Context: an optimization exercise on an open-source flow, tuned for small area. The choices shown serve that exercise and are no tape-out recipe. Function was checked by simulation only, so behaviour that the tests miss may differ from the original. No activity file was given, so power comes from the tool's default toggle rates.

[design/flow/config.mk]
export PLATFORM = sky130hd
export DESIGN_NAME = cdp_rdma_ig
export DESIGN_NICKNAME = cdp_rdma_ig
export VERILOG_FILES = /design/flow/design.v
export SDC_FILE = /design/flow/constraint.sdc
export NUM_CORES = 4
export LEC_CHECK = 0
export CAP_MARGIN = 20
export CORE_MARGIN = 2
export CORE_UTILIZATION = 40
export SETUP_SLACK_MARGIN = 0.3
export SLEW_MARGIN = 20
[design/flow/constraint.sdc]
create_clock -name core_clock -period 6.0 [get_ports {nvdla_core_clk}]
set_input_delay 1.2000 -clock core_clock [delete_from_list [all_inputs] [get_ports {nvdla_core_clk}]]
set_output_delay 1.2000 -clock core_clock [all_outputs]
set_load 0.01 [all_outputs]
[design/flow/design.v]
package cdp_rdma_cfg_pkg;
  localparam int atom_bytes_c = 32;
  localparam int atom_shift_c = $clog2(atom_bytes_c);
  localparam int w_group_c = 8;
  localparam int dim_w_c = 13;
  localparam int addr_w_c = 64;
  localparam int stride_w_c = 32;
  localparam int perf_w_c = 32;
  typedef logic [dim_w_c-1:0] dim_t;
  typedef struct packed {
    dim_t channel;
    dim_t height;
    dim_t width;
    logic [addr_w_c-1:0] base_addr;
    logic [stride_w_c-1:0] line_stride;
    logic [stride_w_c-1:0] surf_stride;
    logic dma_en;
  } cdp_rdma_cfg_t;
endpackage
package cdp_rdma_req_pkg;
  localparam int req_addr_w_c = 64;
  typedef logic [2:0] req_size_t;
  typedef struct packed {
    req_size_t size;
    logic [req_addr_w_c-1:0] addr;
  } dma_rd_req_t;
  typedef struct packed {
    logic last_c;
    logic last_h;
    logic last_w;
    req_size_t size;
  } cq_entry_t;
  typedef struct packed {
    logic last_w;
    logic last_c;
    logic last_h;
  } walk_pos_t;
endpackage
`timescale 1ns/1ps
module cdp_rdma_ig (
  input  logic                                  nvdla_core_clk,
  input  logic                                  nvdla_core_rstn,
  input  logic                                  op_en,
  input  cdp_rdma_cfg_pkg::cdp_rdma_cfg_t       cfg,
  input  logic                                  eg2ig_done,
  output logic                                  dma_req_valid,
  input  logic                                  dma_req_ready,
  output cdp_rdma_req_pkg::dma_rd_req_t         dma_req_pd,
  output logic                                  cq_valid,
  input  logic                                  cq_ready,
  output cdp_rdma_req_pkg::cq_entry_t           cq_pd,
  output logic [cdp_rdma_cfg_pkg::perf_w_c-1:0] perf_stall_d0,
  output logic [cdp_rdma_cfg_pkg::perf_w_c-1:0] perf_stall_d1
);
  logic        active;
  logic        hold;
  logic        layer_flag;
  logic        go;
  logic        layer_done;
  logic        last_c;
  logic        last_w;
  logic        last_h;
  logic [7:0]  c_cnt;
  logic [9:0]  w_cnt;
  logic [12:0] h_cnt;
  logic [9:0]  w_inc;
  logic [63:0] req_addr;
  logic [63:0] line_base;
  logic [63:0] add_a;
  logic [31:0] add_b;
  logic [63:0] sum;
  logic [31:0] stall_cnt;
  logic        stall;
  assign go         = active & dma_req_ready & cq_ready;
  assign layer_done = go & last_c & last_w & last_h;
  always_ff @(posedge nvdla_core_clk or negedge nvdla_core_rstn) begin
    if (!nvdla_core_rstn) begin
      active <= 1'b0;
      hold   <= 1'b0;
    end else begin
      active <= active ? ~layer_done : (op_en & ~hold);
      hold   <= layer_done | (hold & ~eg2ig_done);
    end
  end
  assign dma_req_valid = active & cq_ready;
  assign cq_valid      = active & dma_req_ready;
  assign last_c = (c_cnt == cfg.channel[12:5]);
  assign last_w = (w_cnt == cfg.width[12:3]);
  assign last_h = (h_cnt == cfg.height);
  assign w_inc  = w_cnt + 1'b1;
  always_ff @(posedge nvdla_core_clk) begin
    if (!active) begin
      c_cnt <= '0;
      w_cnt <= '0;
      h_cnt <= '0;
    end else if (go) begin
      c_cnt <= last_c ? 8'd0 : c_cnt + 1'b1;
      if (last_c) begin
        w_cnt <= last_w ? 10'd0 : w_inc;
        if (last_w) begin
          h_cnt <= h_cnt + 1'b1;
        end
      end
    end
  end
  always_comb begin
    if (!active) begin
      add_a = cfg.base_addr;
      add_b = '0;
    end else if (go & last_c) begin
      add_a = line_base;
      add_b = last_w ? cfg.line_stride : {14'd0, w_inc, 8'd0};
    end else begin
      add_a = req_addr;
      add_b = go ? cfg.surf_stride : 32'd0;
    end
  end
  assign sum = add_a + {32'd0, add_b};
  always_ff @(posedge nvdla_core_clk) begin
    req_addr <= sum;
    if (!active | (go & last_c & last_w)) begin
      line_base <= sum;
    end
  end
  assign stall = cfg.dma_en & active & cq_ready & ~dma_req_ready;
  always_ff @(posedge nvdla_core_clk) begin
    if (!active) begin
      stall_cnt <= '0;
    end else begin
      stall_cnt <= stall_cnt + {31'd0, stall};
    end
  end
  always_ff @(posedge nvdla_core_clk or negedge nvdla_core_rstn) begin
    if (!nvdla_core_rstn) begin
      layer_flag    <= 1'b0;
      perf_stall_d0 <= '0;
      perf_stall_d1 <= '0;
    end else if (layer_done) begin
      layer_flag <= ~layer_flag;
      if (layer_flag) begin
        perf_stall_d1 <= stall_cnt;
      end else begin
        perf_stall_d0 <= stall_cnt;
      end
    end
  end
  assign dma_req_pd = {(last_w ? cfg.width[2:0] : 3'd7), req_addr};
  assign cq_pd      = {last_c, last_h, last_w, (last_w ? cfg.width[2:0] : 3'd7)};
endmodule
[design/flow/run.sh]
#!/bin/bash
# synth_recipe.tcl (not shown) runs the flow's synth.tcl, then flattens the netlist and writes it again
# the make line also repeats each setting of config.mk as NAME=value (left out here)
make -C /OpenROAD-flow-scripts/flow DESIGN_CONFIG=/design/flow/config.mk WORK_HOME=/design/flow/orfs CLKGATE_MAP_FILE= SYNTH_SCRIPT=/design/flow/synth_recipe.tcl finish
==> impl_metrics.yaml, run 1 <==
status:
  status: "no timing/DRC/antenna violations"
cells_and_area:
  fill_cells: 2940
  nNetsFinal: 1854
  drive_above_1_share_pct: 12.7
  fin_area_um2: 17900
  final_util_pct: 55.1
  syn_to_final_growth_pct: 35.8
power:
  p_seq_share_pct: 36.5
  power_frac_clock_pct: 28.2
  combinationalPowerShare_pct: 35.3
  p_per_area_nw_per_um2: 367
  p_sw_w: 0.00210
  switching_share_pct: 32.1
  p_leak_nw: 7.19
  power.internal_w: 0.00445
  p_total_w: 0.00656
  ir_drop_mv: 0.222
die:
  die_x_um: 185
  rows: 66
  boundaryPins: 313
  start_util_pct: 40.6
  coreArea_um2: 32500
  die_height_um: 185
  dieArea_um2: 34400
drt:
  routedWlPerCell_um: 17.8
  drtPass1Iterations: 5
  drt_iter0_drc: 600
  ant_nets: 0
  via_per_inst: 5.23
  wirelength_um: 37600
  drc: 0
  vias: 11000
clocking:
  root_buffer: "clkbuf_16"
  htree_num_levels: 1
  cts_buffers: 29
  path_clk_slew_ps: 60
  worstSkewPairLatency_ps: 560
  cts_tree: "built"
  post-cts-setup-buffers: 0
  clock_path_buffers: 3
  cts.sinks: 258
global_routing:
  grt_pass1_wl_um: 58200
  grt_max_degree: 136
  grt_pass1_vias: 10900
  antenna_found_initial: 5
  gr-total-overflow: 0
  grtUsageTotal_pct: 21.4
worst_setup_path:
  r2r_start: "c_cnt[5]"
  r2r_slack_ps: 1330
  end_kind: "flop"
  cp_max_fo: 14
  cp-start-kind: "input pin"
  reg2reg_to: "line_base[60]"
  critical_path_class: "in -> reg"
  rr_worst_depth: 19
  cp.required_ps: 6280
  worst_ep_arrival_time_ps: 5670
synth:
  synth_area_leaders: "dfxtp_1, edfxtp_1, dfrtp_1, mux2_2, xnor2_1"
  synth_area_um2: 13200
  ys_top_cells_by_count: "nor2_1, nand2_1, dfxtp_1"
  synth.net_count: 1541
  synth_top_cell_area_share_pct: 19.3
  ys_seq_area_share_pct: 46.6
  synth_top_cell_by_area: "dfxtp_1"
  async_flop_share_pct: 26.0
  syn_avg_cell_area_um2: 9.91
  synth_flop_cell: "dfxtp_1"
  synth_enable_flop_cells: 64
  ys_ff_latch: 258
  synth_most_common_cell: "nor2_1"
  yosysWarnings: 1
  synth_cell_type_count: 75
  synth_cells: 1329
worst_hold_path:
  min_from: "perf_stall_d1[16]"
  min_path_type: "reg -> reg"
  hold_path_end: "perf_stall_d1[16]"
  whs_path_depth: 1
sta:
  timing.final.ws_setup_ps: 610
  clock_skew_ps: 14.8
  fin_crit_sh_pct: 89.8
  finalSetupViolations: 0
  rsz0062_at_grt: "no"
  maxSlewViolCount: 0
  hold_viol: 0
  clock.fmax_mhz: 186
  post-route-min-period_ps: 5390
  relSlewSlack_pct: 30.6
  worstMarginPinSlew_ps: 1040
  hold_ws_ps: 501
place:
  gp_congestion: 0.858
  dpl_cell_area_um2: 16800
  port_buffers: 307
  dpl.hpwl_um: 27600
  dp_slack_ps: -45.4
flow_run:
  max-cap-violations: 0
-- sequential cells by signal, summed over array words and instances (netlist names) --
| signal | count |
|---|---|
| w_cnt | 10 |
| line_base | 64 |
| layer_flag | 1 |
| c_cnt | 8 |
| active | 1 |
| stall_cnt | 32 |
| perf_stall_d0 | 32 |
| req_addr | 64 |
| hold | 1 |
| perf_stall_d1 | 32 |
| h_cnt | 13 |
-- worst max-delay path, cell delays in order --
cell	delay, ps
clkdlybuf4s50_1	430
xnor2_1	280
nand4_1	230
nor3_4	200
buf_12	170
and2_1	300
buf_4	280
a22o_1	250
ha_1	320
a21oi_1	200
o211ai_1	140
a221o_1	330
and3_1	190
a41oi_1	240
a311oi_2	150
buf_4	200
and3_1	180
buf_4	160
nand3_1	100
xnor2_1	100
-- area by class of cell --
class	instances	area (um2)	share of cell area [%]
Antenna cell	5	12.5	0.0700
Clock buffer	45	908	5.08
Sequential cell	258	6140	34.4
Inverter	15	56.3	0.315
Multi-Input combinational cell	981	6630	37.1
Timing Repair Buffer	357	3470	19.4
Clock inverter	9	111	0.623
Tap cell	442	553	3.09
-- layer usage --
layer	GRT usage, %	share of wire [%]	up-vias
met2	35.8	47	312
met5	0	0.029	-
met1	28.2	44	5301
li1	-	-	5378
met3	4.70	7.1	49
met4	5.21	2.2	2
-- per-stage QoR --
stage | setup TNS (ps) | cells
3_5_place_dp | -234 | 2053
6_report | 0 | 2112
2_1_floorplan | 0 | 1329
4_1_cts | 0 | 2107
3_3_place_gp | 0 | 2053
5_1_grt | 0 | 2110
-- cells by family (layout without fill, tap and decap cells) --
kind of cell / after synthesis / after routing / share of synthesized area, %
and+or+nand+nor: 481 / 481 / 17.7
DFF: 258 / 258 / 46.6
AOI/OAI and AO/OA: 244 / 244 / 12.7
xor gates and xnor gates: 146 / 146 / 10.0
buffers and inverters: 90 / 426 / 3.28
muxes: 72 / 72 / 6.09
adders and majority gates: 38 / 38 / 3.67
other: 0 / 5 / 0
-- timing repair --
item / 4_1_cts / 5_1_grt
hold buffers: 0 / 0
resized for setup: 0 / 2
endpoints found under the setup margin: 0 / 10
-- power groups by stage --
stage	sequential, W	clock [W]	combinational (W)
final	0.00239	0.00185	0.00231
after global routing	0.00243	0.00196	0.00255
after CTS	0.00240	0.00189	0.00232
after detailed placement	0.00243	0	0.00231
after global placement	0.00243	0	0.00229
after floorplan	0.00249	0	0.00126
-- cell usage in the layout, fill, tap and decap left out, drive strengths merged, types with 13 or more instances in the layout --
cell,n
xnor2,88
buf,51
nand4,45
inv,16
nand2,145
clkbuf,45
a31oi,58
clkdlybuf4s50,306
a22o,23
ha,37
edfxtp,64
o31ai,16
and3,25
o21ai,27
nor2b,13
nand3,42
xor2,58
mux2,65
dfrtp,67
nor2,147
dfxtp,127
a21oi,63
-- worst max-delay path by stage --
stage,from,to,slack (ps),depth (start not counted)
global route,cfg[167],line_base[60],300,20
global placement,cfg[167],line_base[58],5,20
detailed placement,cfg[167],line_base[61],-50,18
finish,cfg[167],line_base[60],610,20
CTS,cfg[167],line_base[61],550,18
floorplan,cfg[167],line_base[52],470,19
==> inputs of run 2 (changes only) <==
--- a/design/flow/design.v
+++ b/design/flow/design.v
@@ -37,6 +37,38 @@
   } walk_pos_t;
 endpackage
 `timescale 1ns/1ps
+module cdp_rdma_addr_gen #(
+  parameter int W = 64
+) (
+  input  logic [W-1:0] a,
+  input  logic [W-1:0] b,
+  input  logic         ci,
+  output logic [W-1:0] s
+);
+  logic [W-1:0] p0;
+  logic [W-1:0] g;
+  logic [W-1:0] p;
+  always_comb begin
+    p0 = a ^ b;
+    g  = a & b;
+    p  = p0;
+    g[0] = g[0] | (p0[0] & ci);
+    for (int d = 1; d < W; d = d * 2) begin
+      for (int i = 2 * d - 1; i < W; i = i + 2 * d) begin
+        g[i] = g[i] | (p[i] & g[i-d]);
+        p[i] = p[i] & p[i-d];
+      end
+    end
+    for (int d = W / 2; d >= 1; d = d / 2) begin
+      for (int i = 3 * d - 1; i < W; i = i + 2 * d) begin
+        g[i] = g[i] | (p[i] & g[i-d]);
+        p[i] = p[i] & p[i-d];
+      end
+    end
+    s = p0 ^ {g[W-2:0], ci};
+  end
+endmodule
+`timescale 1ns/1ps
 module cdp_rdma_ig (
   input  logic                                  nvdla_core_clk,
   input  logic                                  nvdla_core_rstn,
@@ -71,6 +103,7 @@
   logic [63:0] sum;
   logic [31:0] stall_cnt;
   logic        stall;
+  logic [31:0] stall_inc;
   assign go         = active & dma_req_ready & cq_ready;
   assign layer_done = go & last_c & last_w & last_h;
   always_ff @(posedge nvdla_core_clk or negedge nvdla_core_rstn) begin
@@ -115,7 +148,12 @@
       add_b = go ? cfg.surf_stride : 32'd0;
     end
   end
-  assign sum = add_a + {32'd0, add_b};
+  cdp_rdma_addr_gen #(.W(64)) u_add (
+    .a  (add_a),
+    .b  ({32'd0, add_b}),
+    .ci (1'b0),
+    .s  (sum)
+  );
   always_ff @(posedge nvdla_core_clk) begin
     req_addr <= sum;
     if (!active | (go & last_c & last_w)) begin
@@ -123,11 +161,17 @@
     end
   end
   assign stall = cfg.dma_en & active & cq_ready & ~dma_req_ready;
+  cdp_rdma_addr_gen #(.W(32)) u_stall_inc (
+    .a  (stall_cnt),
+    .b  (32'd0),
+    .ci (stall),
+    .s  (stall_inc)
+  );
   always_ff @(posedge nvdla_core_clk) begin
     if (!active) begin
       stall_cnt <= '0;
     end else begin
-      stall_cnt <= stall_cnt + {31'd0, stall};
+      stall_cnt <= stall_inc;
     end
   end
   always_ff @(posedge nvdla_core_clk or negedge nvdla_core_rstn) begin
==> design/flow/flow/run.sh (new file) <==
#!/bin/bash
# Standard ORFS layout with two changes:
#  - port buffers use the smallest buffer (buf_1) instead of clkdlybuf4s50_1
#  - clock tree: larger sink clusters, clkbuf_8, no dummy loads
set -euo pipefail
bash standard.sh \
  'BUFFER_PORTS_ARGS=-buffer_cell sky130_fd_sc_hd__buf_1' \
  'CTS_ARGS=-sink_clustering_enable -repair_clock_nets -dont_use_dummy_load -sink_clustering_size 30 -sink_clustering_max_diameter 150 -buf_list sky130_fd_sc_hd__clkbuf_16' \
  finish > flow_make.log 2>&1
==> design/flow/standard.sh (new file) <==
#!/bin/bash
# synth_recipe.tcl (not shown) runs the flow's synth.tcl, then flattens the netlist and writes it again
# the make line also repeats each setting of config.mk as NAME=value (left out here)
make -C /OpenROAD-flow-scripts/flow DESIGN_CONFIG=/design/flow/config.mk WORK_HOME=/design/flow/orfs CLKGATE_MAP_FILE= SYNTH_SCRIPT=/design/flow/synth_recipe.tcl "${@:-finish}"
removed: design/flow/run.sh
==> run 2 against run 1 <==
  * Critical path depth is 3 lower
  * Sequential share of layout area increased by 7.8 points
  * Clock skew increased by 39 ps
  * Via count shrank 11%
  * Final area is 18% lower
  * Global-route usage shrank 1.7 points
  * Clock power down 51%
  * Count of clock-buffer cells in the layout fell by 33
  * Combinational power is 32% lower
  * Routed wire length decreased by 12%
  * Area after synthesis down 4.1%
  * First-iteration DRC count shrank 20%
  * Largest power group unchanged
==> impl_metrics.yaml, run 2 <==
synth:
  synth_top_family_by_area: "simple AND/OR/NAND/NOR gates"
  synth_enable_flop_cells: 64
  synth_most_common_cell: "dfxtp_1"
  synthXorXnorAreaFrac_pct: 6.94
  synthAdderAreaFrac_pct: 9.18
  synth.net_count: 1448
  synth_area_leaders: "dfxtp_1, edfxtp_1, dfrtp_1, ha_1, mux2_2"
  ys_top_cells_by_count: "dfxtp_1, nor2_1, nand2_1"
  synth_top_cell_area_share_pct: 20.1
  synth_area_um2: 12600
  synth_top_cell_by_area: "dfxtp_1"
  yosysWarnings: 3
  ys_ff_latch: 258
  synth_compound_area_share_pct: 10.6
  synthSimpleGateAreaFrac_pct: 14.4
  synth_flop_cell: "dfxtp_1"
  synth_mux_area_share_pct: 6.82
  syn_avg_cell_area_um2: 10.6
  synth_cell_type_count: 65
  synth_cells: 1191
  ys_seq_area_share_pct: 48.6
  async_flop_share_pct: 26.0
global_routing:
  antenna_found_initial: 5
  grtUsageTotal_pct: 19.8
  grt_pass1_wl_um: 52100
  grt_max_degree: 76
  grt_pass1_vias: 9638
  gr-total-overflow: 0
cells_and_area:
  mostFrequentLayoutCells: "buf_1, dfxtp_1, nand2_1, nor2_1, ha_1"
  fin_area_um2: 14600
  fin_cells: 1884
  top_regs: "line_base: 64 flops, req_addr: 64 flops"
  drive_above_1_share_pct: 8.72
  final_util_pct: 46.6
  final_common_cell: "buf_1"
  nNetsFinal: 1738
  syn_to_final_growth_pct: 15.6
sta:
  fin_crit_sh_pct: 89.4
  maxSlewViolCount: 0
  clock_skew_ps: 53.7
  post-route-min-period_ps: 5360
  clock.fmax_mhz: 186
  finalSetupViolations: 0
  worstMarginPinSlew_ps: 1020
  fin_setup_tns_ps: 0
  relSlewSlack_pct: 32.2
  hold_viol: 0
  rsz0062_at_grt: "no"
die:
  start_util_pct: 40.3
  die_x_um: 182
  rows: 65
  coreArea_um2: 31300
  die_height_um: 182
  dieArea_um2: 33000
  boundaryPins: 313
worst_setup_path:
  crit_path_top_delay_cell: "or4_4"
  worst_ep_arrival_time_ps: 5560
  reg2reg_to: "line_base[62]"
  cp-start-kind: "input pin"
  path_cells: "buf_1 > xnor2_1 > nand4_2 > nor3_4 > buf_12 > buf_4 > mux2i_1 > a21oi_1 > ha_1 > o21ai_0 > a21o_1 > a21oi_1 > o2111ai_1 > a21o_1 > or4_4 > nor4_1 > ha_1"
  end_kind: "flop"
  cp_max_fo: 28
  critical_path_class: "in -> reg"
  cp.required_ps: 6200
  cp_top_family: "simple AND/OR/NAND/NOR gates"
  r2r_slack_ps: 860
  r2r_start: "active"
  worst-path-stages: 17
  critPathMaxStageDelay_ps: 660
  rr_worst_depth: 16
  crit_buf_inv: 3
clocking:
  cts_tree: "built"
  post_cts_resized: 0
  worstSkewPairLatency_ps: 490
  htree_num_levels: 1
  path_clk_slew_ps: 110
  clock_path_buffers: 3
  cts_buffers: 12
  root_buffer: "clkbuf_16"
  cts.sinks: 258
  cts-hold-fix-buffers: 0
  post-cts-setup-buffers: 0
drt:
  wirelength_um: 32900
  routedWlPerCell_um: 17.5
  via_per_inst: 5.19
  drc: 0
  drt_iter0_drc: 481
  drtPass1Iterations: 5
  ant_nets: 0
  vias: 9773
place:
  dp_cells: 1869
  port_buffers: 307
  dpl_cell_area_um2: 14300
  gp_congestion: 0.823
  dpl.hpwl_um: 24400
worst_hold_path:
  min_from: "w_cnt[1]"
  hold_path_end: "w_cnt[1]"
  min_path_type: "reg -> reg"
  whs_path_depth: 2
flow_run:
  max-cap-violations: 0
power:
  combinationalPowerShare_pct: 32.2
  ir_drop_mv: 0.208
  switching_share_pct: 34.6
  p_sw_w: 0.00168
  p_seq_share_pct: 49.1
  p_total_w: 0.00486
  power.internal_w: 0.00318
  p_leak_nw: 6.18
  p_per_area_nw_per_um2: 333
  power_frac_clock_pct: 18.7
status:
  status: "no timing/DRC/antenna violations"
## run 2: cell types whose count changed in the layout (fill, tap and decap cells not counted), sizes merged, moves of 27 or more
cell,delta
xnor2,-35
clkbuf,-32
nand2,-28
nand3,-27
clkdlybuf4s50,-306
ha,+30
nor2,-29
buf,+287
## run 2: worst max-delay path by stage
stage              from       endpoint  slack, ps
2_1_floorplan  cfg[133]  line_base[27]        320
3_3_place_gp   cfg[167]  line_base[63]        190
3_5_place_dp   cfg[167]  line_base[63]        110
4_1_cts        cfg[167]  line_base[62]        570
5_1_grt        cfg[162]  line_base[62]        390
6_report       cfg[167]  line_base[62]        640
## run 2: through the flow
| step | hold WS (ps) | setup WS [ps] |
|---|---|---|
| after floorplan | 468 | 323 |
| after global placement | 485 | 188 |
| after detailed placement | 492 | 108 |
| after CTS | 516 | 568 |
| after global routing | 528 | 388 |
| final | 516 | 635 |
## run 2: layout make-up
class,instances,area [um2]
fill,3023,16700
sequential,258,6140
multi-input combinational,838,6090
timing repair buffer,339,1430
tap,402,503
clock buffer,12,300
inverter,32,120
antenna,3,7.51
## run 2: kinds of logic (layout without fill, tap and decap cells)
group	Yosys count	in the layout
AOI/OAI and AO/OA	196	196
xor gates and xnor gates	100	100
adders and majority gates	83	83
buffers and inverters	95	383
DFF	258	258
muxes	78	78
other	0	3
and+or+nand+nor	381	381
## run 2: metal layers
metal  global-route usage, %  wire length [um]  vias up  part of all wire, %
li1                        -                 -     4775                    -
met4                    3.84               544        4                  1.7
met1                    26.9             15100     4678                   46
met5                       0                21        -                0.064
met3                    3.61              1950       29                  5.9
met2                    33.1             15300      287                   46
## run 2: tightest hold or removal path, cell delays in order (launching register included)
cell and delay, ps:
dfxtp_1 360, nand2_1 70, a21oi_1 50
## run 2: power by group through the flow
stage	clock [W]	sequential [W]	combinational [W]
after floorplan	0	0.00249	0.000959
after global placement	0	0.00243	0.00153
after detailed placement	0	0.00242	0.00157
after CTS	0.000943	0.00239	0.00158
after global routing	0.000995	0.00243	0.00177
final	0.000907	0.00239	0.00156
==> inputs of run 3 (changes only) <==
==> design/flow/flow/run.sh (replaced) <==
#!/bin/bash
# Standard ORFS layout with two changes:
#  - port buffers use the smallest buffer (buf_1) instead of clkdlybuf4s50_1
#  - clock tree: larger sink clusters, clkbuf_8, no dummy loads
set -euo pipefail
bash standard.sh \
  'BUFFER_PORTS_ARGS=-buffer_cell sky130_fd_sc_hd__buf_1' \
  'CTS_ARGS=-sink_clustering_enable -repair_clock_nets -dont_use_dummy_load -sink_clustering_size 16 -sink_clustering_max_diameter 80 -buf_list sky130_fd_sc_hd__clkbuf_8' \
  finish > flow_make.log 2>&1
==> run 3 against run 2 <==
  * Still clean
  * First-iteration DRC count increased by 2.7%
  * Synthesized cell count unchanged
  * Global-route usage increased by 0.16 points
  * Combinational power barely moved
  * Critical path type unchanged
  * Largest cell class unchanged
  * Largest power group unchanged
==> impl_metrics.yaml, run 3 <==
status:
  status: "no timing/DRC/antenna violations"
sta:
  fin_crit_sh_pct: 88.2
  fin_setup_tns_ps: 0
  hold_ws_ps: 512
  hold_viol: 0
  worstMarginPinSlew_ps: 1030
  post-route-min-period_ps: 5290
  relSlewSlack_pct: 31.6
  timing.final.ws_setup_ps: 707
  maxSlewViolCount: 0
  finalSetupViolations: 0
  clock_skew_ps: 41.1
  rsz0062_at_grt: "no"
  clock.fmax_mhz: 189
drt:
  wirelength_um: 33200
  routedWlPerCell_um: 17.5
  vias: 9793
  drt_iter0_drc: 494
  drtPass1Iterations: 5
  drc: 0
  ant_nets: 0
  via_per_inst: 5.17
cells_and_area:
  final_common_cell: "buf_1"
  syn_to_final_growth_pct: 15.4
  drive_above_1_share_pct: 9.21
  nNetsFinal: 1746
  fin_area_um2: 14600
  top_regs: "line_base: 64 flops, req_addr: 64 flops"
  mostFrequentLayoutCells: "buf_1, dfxtp_1, nand2_1, nor2_1, ha_1"
clocking:
  post_cts_resized: 0
  cts.sinks: 258
  worstSkewPairLatency_ps: 540
  cts_buffers: 20
  cts_tree: "built"
  cts-hold-fix-buffers: 0
  path_clk_slew_ps: 90
  htree_num_levels: 1
  clock_path_buffers: 3
  root_buffer: "clkbuf_8"
  post-cts-setup-buffers: 0
synth:
  synth_top_cell_by_area: "dfxtp_1"
  synth_cell_type_count: 65
  ys_top_cells_by_count: "dfxtp_1, nor2_1, nand2_1"
  async_flop_share_pct: 26.0
  synth.net_count: 1448
  synth_area_um2: 12600
  synth_top_cell_area_share_pct: 20.1
  ys_ff_latch: 258
  synth_flop_cell: "dfxtp_1"
  ys_seq_area_share_pct: 48.6
  yosysWarnings: 3
  synth_enable_flop_cells: 64
  synth_cells: 1191
  synth_most_common_cell: "dfxtp_1"
  syn_avg_cell_area_um2: 10.6
  synth_area_leaders: "dfxtp_1, edfxtp_1, dfrtp_1, ha_1, mux2_2"
power:
  p_per_area_nw_per_um2: 330
  p_leak_nw: 6.17
  ir_drop_mv: 0.192
  p_total_w: 0.00481
place:
  dpl.hpwl_um: 24400
  gp_congestion: 0.823
  port_buffers: 307
  dp_slack_ps: 108
  dpl_cell_area_um2: 14300
global_routing:
  grt.met3_usage_pct: 3.95
  grt_pass1_wl_um: 52400
  grt_pass1_vias: 9724
  grtUsageTotal_pct: 19.9
  antenna_found_initial: 5
  grt_max_degree: 76
  gr-total-overflow: 0
  use_met1_pct: 26.8
  gr-usage-met2_pct: 33.5
  top_usage_layer: "met2"
die:
  dieArea_um2: 33000
  die_height_um: 182
  start_util_pct: 40.3
  coreArea_um2: 31300
  die_x_um: 182
  rows: 65
  boundaryPins: 313
worst_setup_path:
  rr_worst_depth: 16
  cp-start-kind: "input pin"
  worst_ep_arrival_time_ps: 5540
  reg2reg_to: "line_base[62]"
  end_kind: "flop"
  cp_max_fo: 28
  cp.required_ps: 6250
  cp-endpoint: "line_base[62]"
  critical_path_class: "in -> reg"
  r2r_slack_ps: 880
  crit_start: "cfg[167]"
  r2r_start: "active"
worst_hold_path:
  min_path_type: "reg -> reg"
flow_run:
  max-cap-violations: 0
[run 3: area by class of cell]
| cell class | instances | area (um2) |
|---|---|---|
| diodes | 4 | 10.0 |
| clock buffers | 20 | 275 |
| fillers | 3024 | 16700 |
| inverters | 32 | 120 |
| multi-input cells | 838 | 6090 |
| flip-flops and latches | 258 | 6140 |
| well taps | 402 | 503 |
| repair buffers | 339 | 1430 |
[run 3: per-stage QoR]
stage          cells  util (%)
6_report        1893      46.5
5_1_grt         1889      46.5
4_1_cts         1889      46.5
3_5_place_dp    1869      45.6
3_3_place_gp    1869      45.6
2_1_floorplan   1191         -
[run 3: routing by layer]
metal / share of wire [%] / routed length, um
met3: 5.9 / 1950
met2: 47 / 15500
met5: 0.036 / 12
met1: 46 / 15100
met4: 1.8 / 598
[run 3: report_power, final]
part           switching [W]  internal (W)  leakage, nW
registers           0.000179       0.00221         2.56
clock network       0.000552      0.000300        0.144
logic               0.000959      0.000604         3.47
[run 3: cells by family after synthesis]
group	after synthesis	synth area share, %
xor gates and xnor gates	100	6.94
buffers and inverters	95	3.36
adders and majority gates	83	9.18
AOI/OAI and AO/OA	196	10.6
muxes	78	6.82
DFF	258	48.6
and+or+nand+nor	381	14.4
[run 3: worst min path at each step]
| stage | start | slack [ps] | cells past startpoint | to |
|---|---|---|---|---|
| 6_report | perf_stall_d1[27] | 510 | 1 | perf_stall_d1[27] |
| 5_1_grt | perf_stall_d1[18] | 520 | 1 | perf_stall_d1[18] |
| 4_1_cts | perf_stall_d1[28] | 520 | 1 | perf_stall_d1[28] |
| 3_5_place_dp | perf_stall_d1[28] | 490 | 1 | perf_stall_d1[28] |
| 3_3_place_gp | perf_stall_d1[0] | 490 | 1 | perf_stall_d1[0] |
| 2_1_floorplan | layer_flag | 470 | 1 | layer_flag |
[run 3: critical path, stage by stage]
cell and delay (ps):
buf_1 90, xnor2_1 220, nand4_2 160, nor3_4 310
buf_12 230, buf_4 210, mux2i_1 190, a21oi_1 110
ha_1 350, o21ai_0 90, a21o_1 200, a21oi_1 240
o2111ai_1 280, a21o_1 310, or4_4 650, nor4_1 370
ha_1 300
==> inputs of run 4 (changes only) <==
--- a/design/flow/design.v
+++ b/design/flow/design.v
@@ -43,7 +43,8 @@
   input  logic [W-1:0] a,
   input  logic [W-1:0] b,
   input  logic         ci,
-  output logic [W-1:0] s
+  output logic [W-1:0] s,
+  output logic         co
 );
   logic [W-1:0] p0;
   logic [W-1:0] g;
@@ -59,13 +60,14 @@
         p[i] = p[i] & p[i-d];
       end
     end
-    for (int d = W / 2; d >= 1; d = d / 2) begin
+    for (int d = 2 ** ($clog2(W) - 1); d >= 1; d = d / 2) begin
       for (int i = 3 * d - 1; i < W; i = i + 2 * d) begin
         g[i] = g[i] | (p[i] & g[i-d]);
         p[i] = p[i] & p[i-d];
       end
     end
-    s = p0 ^ {g[W-2:0], ci};
+    s  = p0 ^ {g[W-2:0], ci};
+    co = g[W-1];
   end
 endmodule
 `timescale 1ns/1ps
@@ -84,26 +86,32 @@
   output logic [cdp_rdma_cfg_pkg::perf_w_c-1:0] perf_stall_d0,
   output logic [cdp_rdma_cfg_pkg::perf_w_c-1:0] perf_stall_d1
 );
-  logic        active;
-  logic        hold;
-  logic        layer_flag;
-  logic        go;
-  logic        layer_done;
-  logic        last_c;
-  logic        last_w;
-  logic        last_h;
-  logic [7:0]  c_cnt;
-  logic [9:0]  w_cnt;
-  logic [12:0] h_cnt;
-  logic [9:0]  w_inc;
-  logic [63:0] req_addr;
-  logic [63:0] line_base;
-  logic [63:0] add_a;
-  logic [31:0] add_b;
-  logic [63:0] sum;
-  logic [31:0] stall_cnt;
-  logic        stall;
-  logic [31:0] stall_inc;
+  localparam int lo_w = 46;
+  logic           active;
+  logic           hold;
+  logic           layer_flag;
+  logic           go;
+  logic           layer_done;
+  logic           last_c;
+  logic           last_w;
+  logic           last_h;
+  logic [7:0]     c_cnt;
+  logic [9:0]     w_cnt;
+  logic [12:0]    h_cnt;
+  logic [9:0]     w_inc;
+  logic [lo_w-1:0] req_lo;
+  logic            req_k;
+  logic [lo_w-1:0] line_lo;
+  logic            line_k;
+  logic [lo_w-1:0] add_a;
+  logic            add_k;
+  logic [31:0]     add_b;
+  logic [lo_w:0]   sum_lo;
+  logic            sum_k;
+  logic [63-lo_w:0] req_hi;
+  logic [31:0]    stall_cnt;
+  logic [31:0]    stall_inc;
+  logic           stall;
   assign go         = active & dma_req_ready & cq_ready;
   assign layer_done = go & last_c & last_w & last_h;
   always_ff @(posedge nvdla_core_clk or negedge nvdla_core_rstn) begin
@@ -138,34 +146,49 @@
   end
   always_comb begin
     if (!active) begin
-      add_a = cfg.base_addr;
+      add_a = cfg.base_addr[lo_w-1:0];
+      add_k = 1'b0;
       add_b = '0;
     end else if (go & last_c) begin
-      add_a = line_base;
+      add_a = line_lo;
+      add_k = line_k;
       add_b = last_w ? cfg.line_stride : {14'd0, w_inc, 8'd0};
     end else begin
-      add_a = req_addr;
+      add_a = req_lo;
+      add_k = req_k;
       add_b = go ? cfg.surf_stride : 32'd0;
     end
   end
-  cdp_rdma_addr_gen #(.W(64)) u_add (
+  cdp_rdma_addr_gen #(.W(lo_w)) u_add_lo (
     .a  (add_a),
-    .b  ({32'd0, add_b}),
+    .b  ({{(lo_w-32){1'b0}}, add_b}),
     .ci (1'b0),
-    .s  (sum)
+    .s  (sum_lo[lo_w-1:0]),
+    .co (sum_lo[lo_w])
   );
+  assign sum_k = add_k ^ sum_lo[lo_w];
   always_ff @(posedge nvdla_core_clk) begin
-    req_addr <= sum;
+    req_lo <= sum_lo[lo_w-1:0];
+    req_k  <= sum_k;
     if (!active | (go & last_c & last_w)) begin
-      line_base <= sum;
-    end
-  end
+      line_lo <= sum_lo[lo_w-1:0];
+      line_k  <= sum_k;
+    end
+  end
+  cdp_rdma_addr_gen #(.W(64-lo_w)) u_add_hi (
+    .a  (cfg.base_addr[63:lo_w]),
+    .b  ('0),
+    .ci (req_k),
+    .s  (req_hi),
+    .co ()
+  );
   assign stall = cfg.dma_en & active & cq_ready & ~dma_req_ready;
   cdp_rdma_addr_gen #(.W(32)) u_stall_inc (
     .a  (stall_cnt),
     .b  (32'd0),
     .ci (stall),
-    .s  (stall_inc)
+    .s  (stall_inc),
+    .co ()
   );
   always_ff @(posedge nvdla_core_clk) begin
     if (!active) begin
@@ -188,6 +211,6 @@
       end
     end
   end
-  assign dma_req_pd = {(last_w ? cfg.width[2:0] : 3'd7), req_addr};
+  assign dma_req_pd = {(last_w ? cfg.width[2:0] : 3'd7), req_hi, req_lo};
   assign cq_pd      = {last_c, last_h, last_w, (last_w ? cfg.width[2:0] : 3'd7)};
 endmodule
==> run 4 against run 3 <==
  * Clock power is 13% lower
  * Hold slack is essentially flat
  * First-iteration DRC count fell by 28%
  * Via count shrank 11%
  * Maximum frequency increased by 1.3%
  * Still clean on timing, DRC and antenna
  * Largest cell class is now multi-input gates
  * Die area is 11% lower
  * Utilization rose by 0.83 points
  * Highest routed layer unchanged
  * Power fell by 16%
  * Sequential share of layout area is 1.7 points lower
  * Routed wire length shrank 13%
  * Sequential cell count down 34
==> impl_metrics.yaml, run 4 <==
synth:
  yosysWarnings: 4
  synth_top_cell_area_share_pct: 19.7
  syn_avg_cell_area_um2: 10.5
  synth_enable_flop_cells: 47
  synth_area_leaders: "dfxtp_1, dfrtp_1, edfxtp_1, ha_1, mux2_2"
  synth.net_count: 1326
  ys_ff_latch: 224
  synth_cell_type_count: 51
  ys_seq_area_share_pct: 47.3
  synth_area_um2: 11200
  synth_cells: 1068
  synth_most_common_cell: "nor2_1"
  async_flop_share_pct: 29.9
  synth_flop_cell: "dfxtp_1"
  synth_top_cell_by_area: "dfxtp_1"
  ys_top_cells_by_count: "nor2_1, dfxtp_1, nand2_1"
worst_setup_path:
  path_cells: "buf_1 > xor2_1 > nor4_1 > nand3_2 > buf_4 > nand2_1 > a31oi_1 > ha_1 > a211oi_1 > o211ai_1 > a21o_1 > a2bb2oi_1 > nand2_1 > a21o_1 > a21o_1 > a31oi_1 > fa_1 > inv_1"
  critPathMaxStageDelay_ps: 520
  end_kind: "flop"
  critPathMostFrequentCell: "a21o_1"
  cp_max_fo: 22
  cp-endpoint: "line_lo[22]"
  rr_worst_depth: 17
  r2r_start: "c_cnt[4]"
  crit_start: "cfg[165]"
  r2r_slack_ps: 1150
  cp.required_ps: 6390
  cp-start-kind: "input pin"
  worst_ep_arrival_time_ps: 5620
  crit_path_top_delay_cell: "nor4_1"
  critical_path_class: "in -> reg"
  reg2reg_to: "line_lo[22]"
sta:
  worstMarginPinSlew_ps: 868
  fin_crit_sh_pct: 87.1
  rsz0062_at_grt: "no"
  maxSlewViolCount: 0
  fin_setup_tns_ps: 0
  hold_viol: 0
  clock_skew_ps: 65.1
  finalSetupViolations: 0
  clock.fmax_mhz: 191
  relSlewSlack_pct: 42.1
  post-route-min-period_ps: 5230
  hold_ws_ps: 511
cells_and_area:
  fin_cells: 1751
  top_regs: "line_lo: 46 flops, req_lo: 46 flops"
  nNetsFinal: 1632
  final_common_cell: "buf_1"
  syn_to_final_growth_pct: 16.9
  drive_above_1_share_pct: 9.26
  mostFrequentLayoutCells: "buf_1, nor2_1, dfxtp_1, nand2_1, ha_1"
global_routing:
  gr-total-overflow: 0
  grtUsageTotal_pct: 19.3
  grt_pass1_vias: 8428
  antenna_found_initial: 3
  grt_pass1_wl_um: 44600
  grt_max_degree: 72
clocking:
  post-cts-setup-buffers: 0
  path_clk_slew_ps: 100
  cts_tree: "built"
  root_buffer: "clkbuf_8"
  worstSkewPairLatency_ps: 520
  clock_path_buffers: 3
  cts-hold-fix-buffers: 0
  post_cts_resized: 0
  cts.sinks: 224
  htree_num_levels: 1
  cts_buffers: 18
worst_hold_path:
  min_from: "w_cnt[1]"
  min_path_type: "reg -> reg"
  whs_path_depth: 2
drt:
  routedWlPerCell_um: 16.6
  wirelength_um: 29000
  vias: 8751
  drc: 0
  ant_nets: 0
  via_per_inst: 5.00
  drt_iter0_drc: 355
  drtPass1Iterations: 5
die:
  boundaryPins: 313
  dieArea_um2: 29300
  coreArea_um2: 27600
  die_x_um: 171
  die_height_um: 171
  rows: 61
  start_util_pct: 40.5
flow_run:
  max-cap-violations: 0
power:
  p_per_area_nw_per_um2: 308
  p_leak_nw: 5.76
  ir_drop_mv: 0.200
place:
  dpl.hpwl_um: 22200
  port_buffers: 307
  gp_congestion: 0.894
  dp_cells: 1732
status:
  status: "no timing/DRC/antenna violations"
## run 4: changes by cell type after synthesis, sizes merged, moves of 4 or more
cell	change
o31ai	-5
o32ai	-4
nor3	-8
nand2	-15
nand4	-11
a31oi	-14
edfxtp	-17
and3	+14
or3	-4
dfxtp	-17
a21o	-7
and2	-6
buf	-12
## run 4: layout make-up
type,instances,area [um2]
fill,2682,14500
multi-input combinational,765,5590
sequential,224,5290
timing repair buffer,335,1360
tap,378,473
clock buffer,18,248
inverter,30,113
antenna,1,2.50
## run 4: kinds of logic after synthesis
family	count (synthesis)	share of synthesized area (%)
mux	76	7.51
compound gates	162	9.34
simple gates	340	14.4
buf+inv	79	2.93
flops	224	47.3
xor+xnor	103	8.06
fa+ha+maj	84	10.5
## run 4: how the worst min path moves through the flow
stage / slack, ps / endpoint
5_1_grt: 530 / perf_stall_d0[18]
3_5_place_dp: 490 / perf_stall_d1[18]
2_1_floorplan: 470 / layer_flag
4_1_cts: 510 / w_cnt[1]
6_report: 510 / w_cnt[1]
3_3_place_gp: 490 / perf_stall_d1[25]
## run 4: metal layers
layer | GRT usage, % | vias to the layer above | share of wire [%]
met2 | 32.9 | 258 | 47
met5 | 0 | - | 0.076
met4 | 4.90 | 4 | 2.5
li1 | - | 4334 | -
met1 | 24.7 | 4118 | 43
met3 | 4.51 | 37 | 7.2
## run 4: worst max-delay path: cells and delay by family
family          cells  cell delay [ps]
compound gates      8             1760
xor+xnor            1              160
fa+ha+maj           2              790
simple gates        4             1150
buf+inv             3              520
## run 4: power breakdown
group	switching (W)	leakage, nW	internal [W]
sequential	0.000141	2.27	0.00187
clock	0.000466	0.129	0.000270
combinational	0.000781	3.36	0.000504
total	0.00139	5.76	0.00264
## run 4: through the flow
stage	util (%)	cell area [um2]	setup slack [ps]	power, W
finish	47.4	13100	774	0.00403
global route	47.4	13100	536	0.00433
CTS	47.4	13100	771	0.00408
detailed placement	46.5	12800	232	0.00333
global placement	46.5	12800	320	0.00331
floorplan	-	11200	458	0.00289
==> inputs of run 5 (changes only) <==
--- a/design/flow/design.v
+++ b/design/flow/design.v
@@ -144,21 +144,20 @@
       end
     end
   end
-  always_comb begin
-    if (!active) begin
-      add_a = cfg.base_addr[lo_w-1:0];
-      add_k = 1'b0;
-      add_b = '0;
-    end else if (go & last_c) begin
-      add_a = line_lo;
-      add_k = line_k;
-      add_b = last_w ? cfg.line_stride : {14'd0, w_inc, 8'd0};
-    end else begin
-      add_a = req_lo;
-      add_k = req_k;
-      add_b = go ? cfg.surf_stride : 32'd0;
-    end
-  end
+  logic sel_base, sel_line, sel_req, sel_ss, sel_ls, sel_w;
+  assign sel_base = ~active;
+  assign sel_line = go & last_c;
+  assign sel_req  = active & ~(go & last_c);
+  assign sel_ss   = go & ~last_c;
+  assign sel_ls   = go & last_c & last_w;
+  assign sel_w    = go & last_c & ~last_w;
+  assign add_a = ({lo_w{sel_base}} & cfg.base_addr[lo_w-1:0])
+               | ({lo_w{sel_line}} & line_lo)
+               | ({lo_w{sel_req}}  & req_lo);
+  assign add_k = (sel_line & line_k) | (sel_req & req_k);
+  assign add_b = ({32{sel_ss}} & cfg.surf_stride)
+               | ({32{sel_ls}} & cfg.line_stride)
+               | ({32{sel_w}}  & {14'd0, w_inc, 8'd0});
   cdp_rdma_addr_gen #(.W(lo_w)) u_add_lo (
     .a  (add_a),
     .b  ({{(lo_w-32){1'b0}}, add_b}),
@@ -190,8 +189,10 @@
     .s  (stall_inc),
     .co ()
   );
-  always_ff @(posedge nvdla_core_clk) begin
-    if (!active) begin
+  always_ff @(posedge nvdla_core_clk or negedge nvdla_core_rstn) begin
+    if (!nvdla_core_rstn) begin
+      stall_cnt <= '0;
+    end else if (!active) begin
       stall_cnt <= '0;
     end else begin
       stall_cnt <= stall_inc;
@@ -199,16 +200,17 @@
   end
   always_ff @(posedge nvdla_core_clk or negedge nvdla_core_rstn) begin
     if (!nvdla_core_rstn) begin
-      layer_flag    <= 1'b0;
-      perf_stall_d0 <= '0;
-      perf_stall_d1 <= '0;
+      layer_flag <= 1'b0;
     end else if (layer_done) begin
       layer_flag <= ~layer_flag;
-      if (layer_flag) begin
-        perf_stall_d1 <= stall_cnt;
-      end else begin
-        perf_stall_d0 <= stall_cnt;
-      end
+    end
+  end
+  always_ff @(posedge nvdla_core_clk) begin
+    if (!nvdla_core_rstn | (layer_done & ~layer_flag)) begin
+      perf_stall_d0 <= stall_cnt;
+    end
+    if (!nvdla_core_rstn | (layer_done & layer_flag)) begin
+      perf_stall_d1 <= stall_cnt;
     end
   end
   assign dma_req_pd = {(last_w ? cfg.width[2:0] : 3'd7), req_hi, req_lo};
==> design/flow/flow/run.sh (replaced) <==
#!/bin/bash
# Standard ORFS layout with two changes:
#  - port buffers use the smallest buffer (buf_1) instead of clkdlybuf4s50_1
#  - clock tree: larger sink clusters, clkbuf_8, no dummy loads
set -euo pipefail
bash standard.sh \
  'BUFFER_PORTS_ARGS=-buffer_cell sky130_fd_sc_hd__buf_1' \
  'CTS_ARGS=-sink_clustering_enable -repair_clock_nets -dont_use_dummy_load -sink_clustering_size 24 -sink_clustering_max_diameter 60 -buf_list sky130_fd_sc_hd__clkbuf_16' \
  RECOVER_POWER=100 finish > flow_make.log 2>&1
--- a/design/flow/config.mk
+++ b/design/flow/config.mk
@@ -7,6 +7,6 @@
 export LEC_CHECK = 0
 export CAP_MARGIN = 20
 export CORE_MARGIN = 2
-export CORE_UTILIZATION = 40
+export CORE_UTILIZATION = 60
 export SETUP_SLACK_MARGIN = 0.3
 export SLEW_MARGIN = 20
==> run 5 against run 4 <==
  * Now fails the layout checks on capacitance limit, slew limit
  * Sequential power rose by 3%
  * Clock power rose by about 30%
  * Count of clock-buffer cells in the layout fell by 2
  * Maximum frequency fell by 1.7%
  * Non-clock buffer count fell by 12
  * Clock skew fell by 32 ps
==> impl_metrics.yaml, run 5 <==
clocking:
  root_buffer: "clkbuf_16"
  clock_path_buffers: 3
  post-cts-setup-buffers: 0
  cts-hold-fix-buffers: 0
  cts.sinks: 224
  post_cts_resized: 0
  cts_buffers: 16
  htree_num_levels: 1
  worstSkewPairLatency_ps: 490
  cts_tree: "built"
  path_clk_slew_ps: 90
synth:
  synth_area_um2: 10900
  synth.net_count: 1174
  ys_top_cells_by_count: "edfxtp_1, dfxtp_1, ha_1"
  ys_seq_area_share_pct: 53.1
  synth_enable_flop_cells: 111
  synth_flop_cell: "edfxtp_1"
  synth_top_cell_by_area: "edfxtp_1"
  yosysWarnings: 4
  ys_ff_latch: 224
  async_flop_share_pct: 15.6
  synth_top_cell_area_share_pct: 30.7
  synth_area_leaders: "edfxtp_1, dfxtp_1, dfrtp_1, ha_1, xnor2_1"
  synth_cell_type_count: 57
  synth_cells: 916
  syn_avg_cell_area_um2: 11.9
  synth_most_common_cell: "edfxtp_1"
die:
  boundaryPins: 313
  die_x_um: 139
  start_util_pct: 60.9
  dieArea_um2: 19200
  die_height_um: 139
  rows: 49
  coreArea_um2: 17800
worst_setup_path:
  cp_max_fo: 23
  crit_buf_inv: 3
  cp_top_family: "compound AO/OA/AOI/OAI gates"
  cp.required_ps: 6210
  end_kind: "flop"
  path_cells: "buf_1 > xor2_1 > nor4_1 > nand4_1 > buf_12 > nor2_1 > buf_4 > a22o_1 > ha_1 > a21oi_1 > nor2b_1 > a2111oi_0 > nand2_1 > a21boi_0 > o21a_1 > o21bai_1 > a21o_1 > fa_1 > xor2_1"
  critPathMostFrequentCell: "xor2_1"
  worst_ep_arrival_time_ps: 5520
  critical_path_class: "in -> reg"
  critPathMaxStageDelay_ps: 540
  cp-start-kind: "input pin"
  crit_path_top_delay_cell: "a2111oi_0"
drt:
  drtPass1Iterations: 5
  drc: 0
  ant_nets: 0
  wirelength_um: 24700
  drt_iter0_drc: 351
  vias: 7872
  routedWlPerCell_um: 17.0
  via_per_inst: 5.43
cells_and_area:
  fill_cells: 1380
  final_util_pct: 70.7
  syn_to_final_growth_pct: 16.1
  final_common_cell: "buf_1"
  top_regs: "line_lo: 46 flops, req_lo: 46 flops"
  mostFrequentLayoutCells: "buf_1, edfxtp_1, dfxtp_1, ha_1, xnor2_1"
  fin_area_um2: 12600
  drive_above_1_share_pct: 3.04
  nNetsFinal: 1478
sta:
  hold_viol: 0
  fin_setup_tns_ps: 0
  hold_ws_ps: 454
  finalSetupViolations: 0
  rsz0062_at_grt: "no"
  clock.fmax_mhz: 188
  relSlewSlack_pct: -61.6
  post-route-min-period_ps: 5320
  maxSlewViolCount: 131
  clock_skew_ps: 33.2
  fin_crit_sh_pct: 88.6
  worstMarginPinSlew_ps: 2410
power:
  p_per_area_nw_per_um2: 338
  p_total_w: 0.00426
  ir_drop_mv: 0.266
  p_leak_nw: 5.30
place:
  port_buffers: 307
  dpl.hpwl_um: 18200
  dpl_cell_area_um2: 12300
  gp_congestion: 0.815
global_routing:
  grt_pass1_wl_um: 39300
  grt_pass1_vias: 7952
  grt_max_degree: 68
  gr-total-overflow: 0
  grtUsageTotal_pct: 25.2
  antenna_found_initial: 3
status:
  status: "failed layout checks"
  so.violations: "capacitance limit, slew limit"
worst_hold_path:
  min_path_type: "reg -> reg"
flow_run:
  max-cap-violations: 4
-- run 5: cell types whose count changed after synthesis, sizes merged, moves of 24 or more --
cell | before | now
nor2 | 116 | 52
a21oi | 44 | 20
a31oi | 37 | 1
dfxtp | 110 | 78
mux2 | 64 | 0
dfrtp | 67 | 35
nand2 | 102 | 51
nor2b | 5 | 46
edfxtp | 47 | 111
a221o | 0 | 34
-- run 5: stage by stage --
stage,worst slack [ps],instances
floorplan,818,916
global placement,299,1431
global route,294,1447
detailed placement,315,1431
CTS,804,1447
finish,684,1450
-- run 5: cell type report --
class	count	area, um2	area share (%)
sequential	224	5770	45.7
multi-input combinational	608	4700	37.3
timing repair buffer	323	1280	10.1
clock buffer	16	400	3.17
tap	229	287	2.27
inverter	47	176	1.40
antenna	3	7.51	0.0595
-- run 5: routing by layer --
metal	global-route usage [%]	vias up	share of wire, %
met3	5.25	44	6.6
li1	-	3883	-
met4	6.93	2	2.5
met5	0	-	0.053
met2	44.4	242	49
met1	31.8	3701	42
-- run 5: power by group --
| group | switching, W | internal [W] |
|---|---|---|
| logic | 0.000733 | 0.000498 |
| registers | 0.000131 | 0.00194 |
| clock network | 0.000481 | 0.000474 |
-- run 5: final timing paths --
kind,endpoint,slack [ps],from,cells past startpoint
worst max-delay path,line_lo[23],680,cfg[140],19
worst min register to register,perf_stall_d0[0],450,stall_cnt[0],0
worst max register to register,line_lo[23],1080,w_cnt[6],18
min in group asynchronous,stall_cnt[17],1380,nvdla_core_rstn,2
worst min-delay path,perf_stall_d0[0],450,stall_cnt[0],0
max in group asynchronous,active,3290,nvdla_core_rstn,2
-- run 5: cells by family after synthesis --
logic type	Yosys count	synth area share (%)
buffers and inverters	84	3.23
DFF	224	53.1
AOI/OAI and AO/OA	159	11.2
muxes	5	0.460
xor gates and xnor gates	102	8.22
adders and majority gates	84	10.8
and+or+nand+nor	258	13.0
==> inputs of run 6 (changes only) <==
==> design/flow/flow/run.sh (replaced) <==
#!/bin/bash
# Standard ORFS layout with two changes:
#  - port buffers use the smallest buffer (buf_1) instead of clkdlybuf4s50_1
#  - clock tree: larger sink clusters, clkbuf_8, no dummy loads
set -euo pipefail
bash standard.sh \
  'BUFFER_PORTS_ARGS=-buffer_cell sky130_fd_sc_hd__buf_1' \
  'CTS_ARGS=-sink_clustering_enable -repair_clock_nets -dont_use_dummy_load -sink_clustering_size 20 -sink_clustering_max_diameter 60 -buf_list sky130_fd_sc_hd__clkbuf_8' \
  RECOVER_POWER=100 finish > flow_make.log 2>&1
==> run 6 against run 5 <==
  * The layout still fails its checks (capacitance limit, slew limit)
  * Utilization decreased by 0.88 points
  * Clock skew is 6.4 ps higher
  * Setup slack lost 140 ps
  * Critical endpoint is now line_lo[41]
  * Largest power group unchanged
==> impl_metrics.yaml, run 6 <==
worst_setup_path:
  r2r_slack_ps: 890
  critPathMaxStageDelay_ps: 630
  crit_buf_inv: 3
  path_cells: "buf_1 > xnor2_1 > and4_1 > nand2_1 > inv_1 > nor2_1 > buf_4 > nand2_1 > o21ai_0 > ha_1 > a21oi_1 > o21ai_0 > a2111oi_0 > o31ai_1 > or2_2 > and4b_1 > nor3b_1 > ha_1 > xnor2_1"
  worst_ep_arrival_time_ps: 5690
  cp-start-kind: "input pin"
  crit_path_top_delay_cell: "nor2_1"
  cp.required_ps: 6230
  cp_top_family: "simple AND/OR/NAND/NOR gates"
  critical_path_class: "in -> reg"
  end_kind: "flop"
  cp_max_fo: 13
drt:
  via_per_inst: 5.43
  wirelength_um: 24200
  routedWlPerCell_um: 16.7
  drt_iter0_drc: 338
  drtPass1Iterations: 4
  vias: 7874
  ant_nets: 0
  drc: 0
die:
  rows: 49
  die_x_um: 139
  dieArea_um2: 19200
  boundaryPins: 313
  coreArea_um2: 17800
  start_util_pct: 60.9
  die_height_um: 139
cells_and_area:
  fin_area_um2: 12500
  syn_to_final_growth_pct: 14.7
  mostFrequentLayoutCells: "buf_1, edfxtp_1, dfxtp_1, ha_1, xnor2_1"
  top_regs: "line_lo: 46 flops, req_lo: 46 flops"
  drive_above_1_share_pct: 3.12
  final_common_cell: "buf_1"
  nNetsFinal: 1479
  fill_cells: 1416
  fin_cells: 1451
sta:
  maxSlewViolCount: 131
  fin_setup_tns_ps: 0
  fin_crit_sh_pct: 90.9
  clock.fmax_mhz: 183
  clock_skew_ps: 39.6
  finalSetupViolations: 0
  hold_ws_ps: 499
  post-route-min-period_ps: 5450
  worstMarginPinSlew_ps: 2430
  rsz0062_at_grt: "no"
  relSlewSlack_pct: -62.8
  hold_viol: 0
status:
  status: "failed layout checks"
  so.violations: "capacitance limit, slew limit"
place:
  gp_congestion: 0.815
  dp_cells: 1431
  port_buffers: 307
  dpl_cell_area_um2: 12300
  dpl.hpwl_um: 18200
synth:
  synth_cell_type_count: 57
  ys_top_cells_by_count: "edfxtp_1, dfxtp_1, ha_1"
  synth_top_cell_by_area: "edfxtp_1"
  synth_cells: 916
  synth_flop_cell: "edfxtp_1"
  synth_enable_flop_cells: 111
  syn_avg_cell_area_um2: 11.9
  synth_top_cell_area_share_pct: 30.7
  ys_seq_area_share_pct: 53.1
  async_flop_share_pct: 15.6
  synth.net_count: 1174
  yosysWarnings: 4
  ys_ff_latch: 224
  synth_area_um2: 10900
  synth_area_leaders: "edfxtp_1, dfxtp_1, dfrtp_1, ha_1, xnor2_1"
  synth_most_common_cell: "edfxtp_1"
flow_run:
  max-cap-violations: 4
global_routing:
  grt_max_degree: 68
  grt_pass1_vias: 7887
  antenna_found_initial: 3
  gr-total-overflow: 0
  grtUsageTotal_pct: 24.7
  grt_pass1_wl_um: 38700
worst_hold_path:
  min_path_type: "reg -> reg"
clocking:
  cts.sinks: 224
  cts_tree: "built"
  path_clk_slew_ps: 110
  cts-hold-fix-buffers: 0
  worstSkewPairLatency_ps: 510
  post_cts_resized: 0
  clock_path_buffers: 3
  post-cts-setup-buffers: 0
  htree_num_levels: 1
  root_buffer: "clkbuf_8"
  cts_buffers: 17
power:
  combinationalPowerShare_pct: 30.7
  p_sw_w: 0.00131
  power.internal_w: 0.00270
  p_leak_nw: 5.24
  p_seq_share_pct: 51.8
  switching_share_pct: 32.6
  ir_drop_mv: 0.218
  power_frac_clock_pct: 17.5
  p_per_area_nw_per_um2: 321
==> run 6: cell counts after synthesis <==
No cell type changed its count.
==> run 6: final cells by class <==
cell class	instances	area, um2	share of cell area (%)
diodes	3	7.51	0.0602
inverters	47	176	1.42
well taps	229	287	2.30
multi-input cells	608	4710	37.8
repair buffers	323	1280	10.2
flip-flops and latches	224	5770	46.3
clock buffers	17	234	1.88
==> run 6: power groups by stage <==
stage / registers, W / logic [W] / clock network (W)
6_report: 0.00207 / 0.00123 / 0.000700
5_1_grt: 0.00210 / 0.00137 / 0.000772
4_1_cts: 0.00207 / 0.00124 / 0.000723
3_5_place_dp: 0.00210 / 0.00123 / 0
3_3_place_gp: 0.00210 / 0.00120 / 0
2_1_floorplan: 0.00217 / 0.000742 / 0
==> run 6: kinds of logic after synthesis <==
group,count (synthesis),synth area share [%]
AND/OR/NAND/NOR,258,13.0
multiplexers,5,0.460
adder cells (fa/ha/maj),84,10.8
flip-flops,224,53.1
XOR/XNOR,102,8.22
AO/OA/AOI/OAI,159,11.2
buffers and inverters,84,3.23
==> run 6: final timing paths <==
| kind | end | from | depth (start not counted) |
|---|---|---|---|
| setup / recovery | line_lo[41] | cfg[166] | 19 |
| setup reg to reg | line_lo[41] | c_cnt[2] | 18 |
| max in group asynchronous | active | nvdla_core_rstn | 2 |
| min in group asynchronous | stall_cnt[3] | nvdla_core_rstn | 2 |
| hold reg to reg | perf_stall_d1[0] | stall_cnt[0] | 0 |
| hold / removal | perf_stall_d1[0] | stall_cnt[0] | 0 |
==> run 6: per-layer routing <==
layer  GRT usage, %  vias to the layer above  part of all wire, %
li1               -                     3886                    -
met1           32.2                     3702                   43
met2           42.5                      242                   49
met3           4.94                       42                  6.0
met4           6.87                        2                  2.6
met5              0                        -                0.054
==> run 6: metrics by stage <==
stage | utilization, % | setup slack, ps | total power [W]
2_1_floorplan | - | 818 | 0.00292
3_3_place_gp | 69.0 | 299 | 0.00330
3_5_place_dp | 69.0 | 315 | 0.00334
4_1_cts | 70.3 | 821 | 0.00404
5_1_grt | 69.8 | 242 | 0.00425
6_report | 69.9 | 546 | 0.00400
==> inputs of run 7 (changes only) <==
==> design/flow/flow/run.sh (replaced) <==
#!/bin/bash
# Standard ORFS layout with two changes:
#  - port buffers use the smallest buffer (buf_1) instead of clkdlybuf4s50_1
#  - clock tree: larger sink clusters, clkbuf_8, no dummy loads
set -euo pipefail
bash standard.sh \
  'BUFFER_PORTS_ARGS=-buffer_cell sky130_fd_sc_hd__buf_1' \
  'CTS_ARGS=-sink_clustering_enable -repair_clock_nets -dont_use_dummy_load -sink_clustering_size 16 -sink_clustering_max_diameter 80 -buf_list sky130_fd_sc_hd__clkbuf_8' \
  finish > flow_make.log 2>&1
==> run 7 against run 6 <==
  * Now clean on timing, DRC and antenna
  * Routed wire length about the same
  * Clock skew rose by 19 ps
  * Combinational power about the same
  * Synthesized cell count unchanged
  * First-iteration DRC count is 8.6% lower
==> impl_metrics.yaml, run 7 <==
synth:
  ys_ff_latch: 224
  synth_top_cell_by_area: "edfxtp_1"
  synth_enable_flop_cells: 111
  synth_area_leaders: "edfxtp_1, dfxtp_1, dfrtp_1, ha_1, xnor2_1"
  yosysWarnings: 4
  syn_avg_cell_area_um2: 11.9
  ys_seq_area_share_pct: 53.1
  ys_top_cells_by_count: "edfxtp_1, dfxtp_1, ha_1"
  async_flop_share_pct: 15.6
  synth_most_common_cell: "edfxtp_1"
  synth_top_cell_area_share_pct: 30.7
  synth_flop_cell: "edfxtp_1"
  synth.net_count: 1174
  synth_cells: 916
  synth_area_um2: 10900
  synth_cell_type_count: 57
cells_and_area:
  nNetsFinal: 1480
  mostFrequentLayoutCells: "buf_1, edfxtp_1, dfxtp_1, ha_1, xnor2_1"
  fin_area_um2: 12600
  drive_above_1_share_pct: 4.51
  top_regs: "line_lo: 46 flops, req_lo: 46 flops"
  final_common_cell: "buf_1"
  fill_cells: 1386
  syn_to_final_growth_pct: 15.6
  fin_cells: 1451
clocking:
  path_clk_slew_ps: 90
  post_cts_resized: 0
  htree_num_levels: 1
  cts-hold-fix-buffers: 0
  root_buffer: "clkbuf_8"
  cts_buffers: 18
  cts.sinks: 224
  worstSkewPairLatency_ps: 520
  clock_path_buffers: 3
  post-cts-setup-buffers: 0
  cts_tree: "built"
power:
  p_per_area_nw_per_um2: 321
  p_leak_nw: 5.31
  ir_drop_mv: 0.255
worst_hold_path:
  min_path_type: "reg -> reg"
sta:
  fin_setup_tns_ps: 0
  hold_ws_ps: 484
  clock_skew_ps: 58.6
  fin_crit_sh_pct: 86.0
  relSlewSlack_pct: 39.6
  worstMarginPinSlew_ps: 902
  clock.fmax_mhz: 194
  post-route-min-period_ps: 5160
  timing.final.ws_setup_ps: 842
  finalSetupViolations: 0
  hold_viol: 0
  rsz0062_at_grt: "no"
  maxSlewViolCount: 0
die:
  rows: 49
  dieArea_um2: 19200
  boundaryPins: 313
  die_height_um: 139
  coreArea_um2: 17800
  die_x_um: 139
  start_util_pct: 60.9
place:
  gp_congestion: 0.815
  dpl.hpwl_um: 18200
  dp_slack_ps: 315
  dpl_cell_area_um2: 12300
  dp_cells: 1431
  port_buffers: 307
worst_setup_path:
  cp.required_ps: 6260
  worst_ep_arrival_time_ps: 5420
  end_kind: "flop"
  cp_max_fo: 13
  critical_path_class: "in -> reg"
  cp-start-kind: "input pin"
global_routing:
  grtUsageTotal_pct: 24.8
  antenna_found_initial: 3
  grt_pass1_vias: 7913
  grt_max_degree: 68
  gr-total-overflow: 0
  grt_pass1_wl_um: 38700
drt:
  wirelength_um: 24200
  via_per_inst: 5.40
  drtPass1Iterations: 5
  drc: 0
  drt_iter0_drc: 309
  ant_nets: 0
  vias: 7839
  routedWlPerCell_um: 16.7
flow_run:
  max-cap-violations: 0
status:
  status: "no timing/DRC/antenna violations"
run 7: cell counts after synthesis:
Identical to the previous run, type by type.
run 7: area by class of cell:
type	count	area, um2	area share [%]
repair buffers	323	1300	10.3
clock buffers	18	248	1.97
diodes	2	5.00	0.0398
well taps	229	287	2.28
multi-input cells	608	4770	38.0
inverters	47	176	1.40
flip-flops and latches	224	5770	46.0
run 7: final timing paths:
kind	start	to	slack (ps)	cells past startpoint
setup / recovery	cfg[162]	line_lo[41]	840	19
hold / removal	stall_cnt[0]	perf_stall_d0[0]	480	0
setup reg to reg	c_cnt[0]	line_lo[41]	1200	18
hold reg to reg	stall_cnt[0]	perf_stall_d0[0]	480	0
max in group asynchronous	nvdla_core_rstn	active	4880	2
min in group asynchronous	nvdla_core_rstn	stall_cnt[17]	730	2
run 7: layer usage:
metal	part of all wire [%]	global-route usage, %	routed length, um	vias up
li1	-	-	-	3883
met3	6.6	5.15	1600	38
met4	2.7	6.61	646	2
met1	42	32.0	10200	3683
met2	49	42.8	11800	233
met5	0.054	0	13	-
run 7: cells by family after synthesis:
logic type	Yosys count	share of synthesized area, %
compound gates	159	11.2
xor+xnor	102	8.22
fa+ha+maj	84	10.8
buf+inv	84	3.23
flops	224	53.1
mux	5	0.460
simple gates	258	13.0
run 7: worst max-delay path: stages:
cell and delay, ps:
buf_1 90, xnor2_1 150, and4_1 260, nand2_1 120
inv_1 80, nor2_2 410, buf_4 280, nand2_1 60
o21ai_0 160, ha_1 350, a21oi_1 220, o21ai_1 140
a2111oi_0 600, o31ai_1 180, or2_2 340, and4b_1 250
nor3b_1 170, ha_1 220, xnor2_1 130
run 7: metrics by stage:
stage	power, W	util (%)
2_1_floorplan	0.00292	-
5_1_grt	0.00427	70.4
6_report	0.00403	70.4
4_1_cts	0.00406	70.4
3_5_place_dp	0.00334	69.0
3_3_place_gp	0.00330	69.0
run 7: power breakdown:
part,leakage (nW),internal (W),switching (W)
Combinational,2.93,0.000501,0.000736
Sequential,2.24,0.00194,0.000131
Clock,0.129,0.000270,0.000454
Total,5.31,0.00271,0.00132

re-timing with driven ports:
The results above use ideal ports. As a check the final layouts listed here were re-extracted and re-timed, cells and wires unchanged. Step 1 assumes that a clkbuf_16 drives the clock port and a buf_2 every other input. Step 2 also shifts input and output timing later by t, the mid clock arrival at the registers, as if the neighbouring blocks saw the same clock. a / b / c = no drivers / after step 1 / after step 2; a / b = the first two.
run	shift t [ns]	slack for setup (ns)	hold slack, ns	worst setup path at the end	slew at the worst register clock pin (ns)
run 1	0.603	0.609 / 0.610 / 0.007	0.501 / 0.501 / 0.501	input to register	0.06 / 0.06
run 2	0.515	0.635 / 0.628 / 0.113	0.516 / 0.516 / 0.516	input to register	0.12 / 0.12
run 3	0.562	0.707 / 0.696 / 0.133	0.512 / 0.512 / 0.512	input to register	0.11 / 0.11
run 4	0.528	0.774 / 0.793 / 0.266	0.511 / 0.511 / 0.511	input to register	0.10 / 0.10
run 5	0.514	0.684 / 0.707 / 0.193	0.454 / 0.454 / 0.454	input to register	0.09 / 0.09
run 6	0.525	0.546 / 0.548 / 0.023	0.499 / 0.499 / 0.499	input to register	0.12 / 0.12
run 7	0.530	0.842 / 0.845 / 0.315	0.484 / 0.484 / 0.484	input to register	0.11 / 0.11
For run 1, which loses most, drivers alone change the setup slack by +0.001 ns; drivers and shift together by -0.602 ns.
